From an optimization exercise on the open Yosys and OpenROAD flow, aimed at small area, a short achievable clock period and few clock cycles; shortcuts taken in it are not production practice. The RTL was checked by simulation tests, not by an equivalence proof against the original design.

<file path="flow/config.mk">
export PLATFORM = sky130hd
export DESIGN_NAME = huffmanTree
export DESIGN_NICKNAME = huffmanTree
export VERILOG_FILES = /design/flow/design.v
export SDC_FILE = /design/flow/constraint.sdc
export NUM_CORES = 4
export LEC_CHECK = 0
export CAP_MARGIN = 20
export CORE_MARGIN = 2
export CORE_UTILIZATION = 40
export SLEW_MARGIN = 20
</file>
<file path="flow/constraint.sdc">
create_clock -name core_clock -period 36.0 [get_ports {Clk_in}]
set_input_delay 7.2000 -clock core_clock [delete_from_list [all_inputs] [get_ports {Clk_in}]]
set_output_delay 7.2000 -clock core_clock [all_outputs]
set_load 0.01 [all_outputs]
</file>
<file path="flow/design.v">
package huff_pkg;
    typedef logic [8-1:0] weight_t;
    typedef logic [12-1:0]    nodeWeight_t;
    typedef logic [5-1:0]     nodeId_t;
    typedef struct packed {
        weight_t [10-1:0] leaf;
    } leafWeights_t;
    typedef struct packed {
        nodeId_t parent;
        nodeId_t left;
        nodeId_t right;
    } treeEntry_t;
    typedef logic [(9-1)*3*5-1:0] treeTable_t;
    typedef struct packed {
        nodeId_t     id;
        nodeWeight_t weight;
        logic        valid;  
    } pick_t;
    typedef enum logic [1:0] {
        IDLE,
        PICK_RIGHT,
        PICK_LEFT,
        MERGE
    } ctrlState_t;
endpackage
module huffTreeCtrl (
    input  logic Clk_in,
    input  logic n_Rst,
    input  logic Start,
    input  logic LastMerge,
    output logic LoadPool,
    output logic MarkUsed,
    output logic TakeRight,
    output logic TakeLeft,
    output logic WriteNode,
    output logic CountClr,
    output logic CountStep,
    output logic Busy,
    output logic Done
);
    huff_pkg::ctrlState_t state;
    huff_pkg::ctrlState_t nextState;
    logic                 startOk;
    assign startOk = (state == huff_pkg::IDLE) && Start && !Busy;
    always_comb
    begin
        nextState = state;
        case (state)
            huff_pkg::IDLE:
            begin
                if (startOk)
                    nextState = huff_pkg::PICK_RIGHT;
            end
            huff_pkg::PICK_RIGHT: nextState = huff_pkg::PICK_LEFT;
            huff_pkg::PICK_LEFT:  nextState = huff_pkg::MERGE;
            huff_pkg::MERGE:
            begin
                if (LastMerge)
                    nextState = huff_pkg::IDLE;  
                else
                    nextState = huff_pkg::PICK_RIGHT;
            end
            default: nextState = huff_pkg::IDLE;
        endcase
    end
    always_ff @(posedge Clk_in or negedge n_Rst)
    begin
        if (!n_Rst)
        begin
            state <= huff_pkg::IDLE;
            Busy  <= 1'b0;
            Done  <= 1'b0;
        end
        else
        begin
            state <= nextState;
            Busy  <= (state != huff_pkg::IDLE);
            Done  <= Busy && (state == huff_pkg::IDLE);  
        end
    end
    assign LoadPool  = startOk;
    assign CountClr  = startOk;
    assign TakeRight = (state == huff_pkg::PICK_RIGHT);
    assign TakeLeft  = (state == huff_pkg::PICK_LEFT);
    assign MarkUsed  = TakeRight || TakeLeft;  
    assign WriteNode = (state == huff_pkg::MERGE);
    assign CountStep = (state == huff_pkg::MERGE);
endmodule
module mergeCounter (
    input  logic              Clk_in,
    input  logic              n_Rst,
    input  logic              CountClr,
    input  logic              CountStep,
    output huff_pkg::nodeId_t NewId,
    output logic              LastMerge
);
    logic [3:0] mergeCount;  
    always_ff @(posedge Clk_in or negedge n_Rst)
    begin
        if (!n_Rst)
            mergeCount <= 4'd0;
        else if (CountClr)
            mergeCount <= 4'd0;
        else if (CountStep && !LastMerge)
            mergeCount <= mergeCount + 4'd1;
    end
    assign NewId = huff_pkg::nodeId_t'(10) + {1'b0, mergeCount};
    assign LastMerge = (mergeCount == 4'(9 - 1));
endmodule
module weightPool (
    input  logic                                          Clk_in,
    input  logic                                          n_Rst,
    input  logic                                          LoadPool,
    input  logic                                          MarkUsed,
    input  logic                                          WriteNode,
    input  huff_pkg::leafWeights_t                        Weights,
    input  huff_pkg::pick_t                               Pick,
    input  huff_pkg::nodeId_t                             NewId,
    input  huff_pkg::nodeWeight_t                         PickedSum,
    output huff_pkg::nodeWeight_t [18-1:0]   NodeWeights,
    output logic [18-1:0]                    Used
);
    logic storeNode;
    assign storeNode = WriteNode && (NewId < huff_pkg::nodeId_t'(18));
    always_ff @(posedge Clk_in)
    begin
        if (LoadPool)
        begin
            for (int i = 0; i < 10; i++)
            begin
                NodeWeights[i] <= huff_pkg::nodeWeight_t'(Weights.leaf[i]);
            end
        end
        else if (storeNode)
        begin
            NodeWeights[NewId] <= PickedSum;
        end
    end
    always_ff @(posedge Clk_in or negedge n_Rst)
    begin
        if (!n_Rst)
        begin
            Used <= '1;  
        end
        else if (LoadPool)
        begin
            for (int i = 0; i < 18; i++)
            begin
                Used[i] <= (i >= 10);  
            end
        end
        else if (MarkUsed && Pick.valid)
        begin
            Used[Pick.id] <= 1'b1;
        end
        else if (storeNode)
        begin
            Used[NewId] <= 1'b0;  
        end
    end
endmodule
module minFinder (
    input  huff_pkg::nodeWeight_t [18-1:0] Weights,
    input  logic [18-1:0]                  Used,
    output huff_pkg::pick_t                             Pick
);
    huff_pkg::pick_t best;
    always_comb
    begin
        best.id     = '0;
        best.weight = '0;
        best.valid  = 1'b0;
        for (int i = 0; i < 18; i++)
        begin
            if (!Used[i] && (!best.valid || (Weights[i] < best.weight)))
            begin
                best.id     = huff_pkg::nodeId_t'(i);
                best.weight = Weights[i];
                best.valid  = 1'b1;
            end
        end
    end
    assign Pick = best;
endmodule
module treeTable (
    input  logic                  Clk_in,
    input  logic                  n_Rst,
    input  logic                  LoadPool,
    input  logic                  TakeRight,
    input  logic                  TakeLeft,
    input  logic                  WriteNode,
    input  huff_pkg::pick_t       Pick,
    input  huff_pkg::nodeId_t     NewId,
    input  logic                  LastMerge,
    output huff_pkg::nodeWeight_t PickedSum,
    output huff_pkg::treeTable_t  Tree,
    output huff_pkg::nodeId_t     RootRight,
    output huff_pkg::nodeId_t     RootLeft
);
    huff_pkg::nodeId_t     rightId;
    huff_pkg::nodeId_t     leftId;
    huff_pkg::nodeWeight_t rightWeight;
    huff_pkg::nodeWeight_t leftWeight;
    huff_pkg::nodeId_t     entryId;
    always_ff @(posedge Clk_in)
    begin
        if (TakeRight)
        begin
            rightId     <= Pick.id;
            rightWeight <= Pick.weight;
        end
        if (TakeLeft)
        begin
            leftId     <= Pick.id;
            leftWeight <= Pick.weight;
        end
    end
    assign PickedSum = rightWeight + leftWeight;
    assign entryId   = NewId - huff_pkg::nodeId_t'(10);  
    always_ff @(posedge Clk_in or negedge n_Rst)
    begin
        if (!n_Rst)
        begin
            Tree      <= '0;
            RootRight <= '0;
            RootLeft  <= '0;
        end
        else if (LoadPool)
        begin
            Tree      <= '0;
            RootRight <= '0;
            RootLeft  <= '0;
        end
        else if (WriteNode)
        begin
            if (LastMerge)
            begin
                RootRight <= rightId;
                RootLeft  <= leftId;
            end
            else
            begin
                for (int e = 0; e < 9 - 1; e++)
                begin
                    if (entryId[2:0] == 3'(e))
                        Tree[3*5*e +: 3*5] <= {NewId, leftId, rightId};  
                end
            end
        end
    end
endmodule
module huffmanTree (
    input  logic                   Clk_in,
    input  logic                   n_Rst,
    input  logic                   Start,
    input  logic [79:0]            Weights,    
    output logic                   Busy,
    output logic                   Done,
    output logic [119:0]           Tree,       
    output logic [4:0]             RootRight,
    output logic [4:0]             RootLeft
);
    huff_pkg::leafWeights_t weightsIn;
    huff_pkg::treeTable_t   treeOut;
    assign weightsIn = huff_pkg::leafWeights_t'(Weights);
    assign Tree      = treeOut;
    logic loadPool;
    logic markUsed;
    logic writeNode;
    logic takeRight;
    logic takeLeft;
    logic countClr;
    logic countStep;
    logic lastMerge;
    huff_pkg::nodeId_t                                newId;
    huff_pkg::pick_t                                  pick;
    huff_pkg::nodeWeight_t                            pickedSum;
    huff_pkg::nodeWeight_t [18-1:0]      nodeWeights;
    logic [18-1:0]                       used;
    huffTreeCtrl ctrl (
        .Clk_in    (Clk_in),
        .n_Rst     (n_Rst),
        .Start     (Start),
        .LastMerge (lastMerge),
        .LoadPool  (loadPool),
        .MarkUsed  (markUsed),
        .TakeRight (takeRight),
        .TakeLeft  (takeLeft),
        .WriteNode (writeNode),
        .CountClr  (countClr),
        .CountStep (countStep),
        .Busy      (Busy),
        .Done      (Done)
    );
    mergeCounter counter (
        .Clk_in    (Clk_in),
        .n_Rst     (n_Rst),
        .CountClr  (countClr),
        .CountStep (countStep),
        .NewId     (newId),
        .LastMerge (lastMerge)
    );
    weightPool pool (
        .Clk_in      (Clk_in),
        .n_Rst       (n_Rst),
        .LoadPool    (loadPool),
        .MarkUsed    (markUsed),
        .WriteNode   (writeNode),
        .Weights     (weightsIn),
        .Pick        (pick),
        .NewId       (newId),
        .PickedSum   (pickedSum),
        .NodeWeights (nodeWeights),
        .Used        (used)
    );
    minFinder finder (
        .Weights (nodeWeights),
        .Used    (used),
        .Pick    (pick)
    );
    treeTable table0 (
        .Clk_in    (Clk_in),
        .n_Rst     (n_Rst),
        .LoadPool  (loadPool),
        .TakeRight (takeRight),
        .TakeLeft  (takeLeft),
        .WriteNode (writeNode),
        .Pick      (pick),
        .NewId     (newId),
        .LastMerge (lastMerge),
        .PickedSum (pickedSum),
        .Tree      (treeOut),
        .RootRight (RootRight),
        .RootLeft  (RootLeft)
    );
endmodule
</file>
<file path="flow/run.sh">
#!/bin/bash
# synth_recipe.tcl (not shown) runs the flow's synth.tcl, then flattens the netlist and writes it again
# the make line also repeats each setting of config.mk as NAME=value (left out here)
make -C /OpenROAD-flow-scripts/flow DESIGN_CONFIG=/design/flow/config.mk WORK_HOME=/design/flow/orfs CLKGATE_MAP_FILE= SYNTH_SCRIPT=/design/flow/synth_recipe.tcl finish
</file>
==> run summary <==
[stage by stage]
step / instances / utilization [%]
floorplan: 3199 / -
global placement: 4303 / 45.5
detailed placement: 4304 / 45.5
CTS: 4396 / 48.1
global route: 4465 / 51.0
finish: 4465 / 51.0
[cells by family after synthesis]
family	count (synthesis)	share of synthesized area, %
DFF	406	39.3
buffers and inverters	366	4.93
xor gates and xnor gates	36	1.18
muxes	124	4.81
and+or+nand+nor	1051	16.6
adders and majority gates	217	9.69
AOI/OAI and AO/OA	999	23.5
[registers in the layout, summed over array words and instances, names as in the netlist, 2 cells and up]
register,cells
table0.rightId,5
table0.RootLeft,5
counter.mergeCount,4
table0.RootRight,5
table0.Tree,120
table0.leftWeight,12
pool.NodeWeights,216
table0.rightWeight,12
pool.Used,18
ctrl.state,2
table0.leftId,5
[cell usage in the layout, fill, tap and decap left out, types with 18 or more instances in the layout]
cell type,netlist,final
nor2b_1,29,29
a22o_1,70,70
a21oi_1,260,222
mux2_2,86,69
dfstp_2,18,18
buf_6,0,21
nand2b_1,47,39
a22oi_1,72,72
nand3_1,50,48
o21ai_0,249,205
inv_1,214,203
nand4_1,34,34
ha_4,0,23
a31oi_1,30,26
a21o_1,37,37
mux2i_1,37,22
o21ai_2,2,19
edfxtp_1,210,210
o21ai_1,6,27
o21a_1,22,22
o211ai_1,20,20
nand2_1,505,500
clkbuf_16,0,58
and2_1,24,22
ha_1,216,188
nor3_1,36,30
nor2_1,244,232
xnor2_1,25,25
mux2_4,0,18
a21oi_2,2,32
buf_4,1,139
a211oi_1,23,18
dfrtp_1,138,138
clkdlybuf4s50_1,0,213
dfxtp_1,40,40
[area by class of cell]
cell class	count	share of cell area [%]
Sequential cell	406	31.0
Clock buffer	67	4.01
Multi-Input combinational cell	2427	48.2
Inverter	216	2.28
Tap cell	940	3.30
Clock inverter	25	0.970
Timing Repair Buffer	384	10.2
[worst register-to-register path: cells and delay by family, from the launching register on]
| kind | cells | cell delay (ps) |
|---|---|---|
| multiplexers | 12 | 3320 |
| AO/OA/AOI/OAI | 81 | 14300 |
| AND/OR/NAND/NOR | 55 | 7850 |
| buffers and inverters | 34 | 4200 |
| adder cells (fa/ha/maj) | 18 | 4480 |
| flip-flops | 1 | 590 |
[layer usage]
layer	share of wire (%)	wire [um]
met1	42	45500
met5	0	0
met2	44	48100
met3	9.7	10500
met4	4.4	4810
[synthesized netlist by cell type (8+ instances only)]
cell       number  share of area [%]
nand2_1       505                6.7
a21oi_1       260                4.6
o21ai_0       249                4.4
nor2_1        244                3.3
ha_1          216                9.6
inv_1         214                2.9
edfxtp_1      210                 22
dfrtp_1       138                 12
clkbuf_1      133                1.8
mux2_2         86                3.4
a22oi_1        72                1.9
a22o_1         70                2.2
nand3_1        50               0.89
nand2b_1       47                1.0
dfxtp_1        40                2.9
a21o_1         37               0.99
mux2i_1        37                1.3
nor3_1         36               0.64
nand4_1        34               0.76
a31oi_1        30               0.67
nor2b_1        29               0.65
xnor2_1        25               0.78
and2_1         24               0.53
a211oi_1       23               0.61
o21a_1         22               0.59
o22ai_1        21               0.47
o211ai_1       20               0.53
o31ai_1        19               0.51
dfstp_2        18                1.7
a2111oi_0      17               0.53
a32o_1         16               0.57
and3_1         16               0.36
o21bai_1       13               0.35
buf_1          11               0.15
a211o_1        10               0.31
a32oi_1        10               0.31
nand3b_1       10               0.27
or3_1          10               0.22
nor4_1          9               0.20
o311ai_1        9               0.28
xor2_1          9               0.28
nor3b_1         8               0.21
o2111ai_1       8               0.25
[path summary, 6_finish.rpt]
kind	from	to	slack (ps)	cells after the start
max reg2reg	pool.Used[0]	pool.Used[0]	1190	200
min	pool.NodeWeights[20]	pool.NodeWeights[20]	500	2
max in group asynchronous	n_Rst	table0.Tree[103]	27870	2
max	pool.Used[0]	pool.Used[0]	1190	200
min in group asynchronous	n_Rst	table0.Tree[36]	6650	1
min reg2reg	pool.NodeWeights[20]	pool.NodeWeights[20]	500	2
[what timing repair did]
item | CTS | global route
endpoints found under the hold margin | 0 | 0
buffers inserted | 0 | 61
resized for setup | 14 | 313
pin swaps | 2 | 96
setup endpoints to repair | 18 | 52
gates cloned | 0 | 8
==> summary.md <==
| Metric | Value |
|---|---|
| Fin Clk Skew | 33.7 ps |
| Clk root buf | clkbuf_16 |
| EDFF count, synth | 210 |
| # clock sinks | 406 |
| Worst setup margin | 1190 ps |
| Drt first pass iters | 6 |
| Total CTS buffers | 49 |
| Hold WS | 504 ps |
| Crit path max fanout | 12 |
| Pre-CTS setup slack | -409 ps |
| Final period util | 96.7% |
| Sequential cell area | 0.0110 sq mm |
| Die Wd | 269 um |
| Placed Area | 0.0317 sq mm |
| Register area share after synthesis | 39.3% |
| Worst-path clk slew | 60 ps |
| Critical Path Start Type | flip-flop |
| GRT overflow | 0 |
| Clock Latency Late Sink | 630 ps |
| Post-DP HPWL | 78200 um |
| Multi-input logic area | 0.0172 sq mm |
| GRT met1 Usage | 39.3% |
| Via density | 5.96 |
| DR iter-0 viols | 3155 |
| H-tree Lvls | 2 |
| Mean area per synthesized cell | 8.78 sq um |
| Slew of the pin with the lowest slew margin | 1210 ps |
| Initial antenna violation count | 1 |
| CTS tree | built |
| Fmax | 28.7 MHz |
| Number of global-route vias before repair | 24600 |
| Slowest stage cell, crit path | dfstp_2 |
| Flops & latches, synth | 406 |
| Worst Setup Path Type | reg -> reg |
| Final Hold Viols | 0 |
| Gr usage total | 28.9% |
| DRC viols | 0 |
| Status | complete, no violations |
| Final Critical Period | 34810 ps |
| Yosys warnings | 5 |
| Grt met2 use | 44.8% |
| Largest net degree at the start of global routing | 89 |
| Cell count after synthesis | 3199 |
| Nets | 3784 |
| CP most frequent cell | ha_1 |
| Initial Util | 40.2% |
| Placer Congestion | 0.992 |
| GR Util met3 | 6.78% |
| Post-CTS Hold Buffers | 0 |
| Clock buffer depth | 3 |
| Asr flop ratio synth | 38.4% |
| Ys flop type | edfxtp_1 |
| Via count | 26600 |
| Setup TNS | 0 ps |
| Area growth syn-to-layout | 26.8% |
| Cell row count | 97 |
| Final setup violating endpoints | 0 |
| WL/cell | 24.4 um |
| Kind of cell adding the most delay to the critical path | compound AO/OA/AOI/OAI gates |
| Fraction of layout cells with a size suffix above 1 | 17.0% |
| Critical Path Max Stage Delay | 590 ps |
| FILL cells | 6447 |
| IO buf count | 214 |
| Netlist Area Pre-Place | 0.0281 sq mm |
| Top Ports | 215 |
| Die ar. | 0.0723 sq mm |
| Final ANT Viol Nets | 0 |
| Total of max-cap violations | 0 |
| First-pass GRT wire length | 157000 um |
| Rel. slew slack | 19.2% |
| Post-Syn Nets | 3499 |
| Pins Over Slew Limit | 0 |
| Critical Path RT | 36540 ps |
| Ant. Diodes | 0 |
| Die Ht | 269 um |
| Arr. time, crit path | 35350 ps |
| Most crowded layer after global routing | met2 |
| Post-synth cell types | 107 |
| CP Buf/Inv Count | 34 |
| Total core area | 0.0698 sq mm |
| Final wirelength | 109000 um |
| CP endpoint kind | flip-flop |
| Hold Crit Class | reg -> reg |
| Fin area | 0.0356 sq mm |
Testbench counts, summed over its fixed seeds: cycles 14,848.

## port drivers added, routing unchanged
No port has a modelled driver above. Below, the same layout with a new extraction and two added sets of constraints. Step 1: set_driving_cell puts a clkbuf_16 on Clk_in and a buf_2 on each other input, an assumption about the parent block. Step 2 times the ports against the registers' clock, not the clock port: input delays grow and output delays shrink by t, the midpoint of the rising clock arrivals with the driver on. Slacks: ideal ports / drivers / drivers and shift; pairs: ideal ports / drivers.
t, ns: 0.676
slack for setup (ns): 1.189 / 1.189 / 1.189
hold slack, ns: 0.504 / 0.504 / 0.504
worst setup path at the end: register to register
slew at the worst register clock pin (ns): 0.07 / 0.07
After both steps this run still meets setup and hold. The setup slack of this run moves by 0.000 ns with the drivers and by 0.000 ns with both steps.
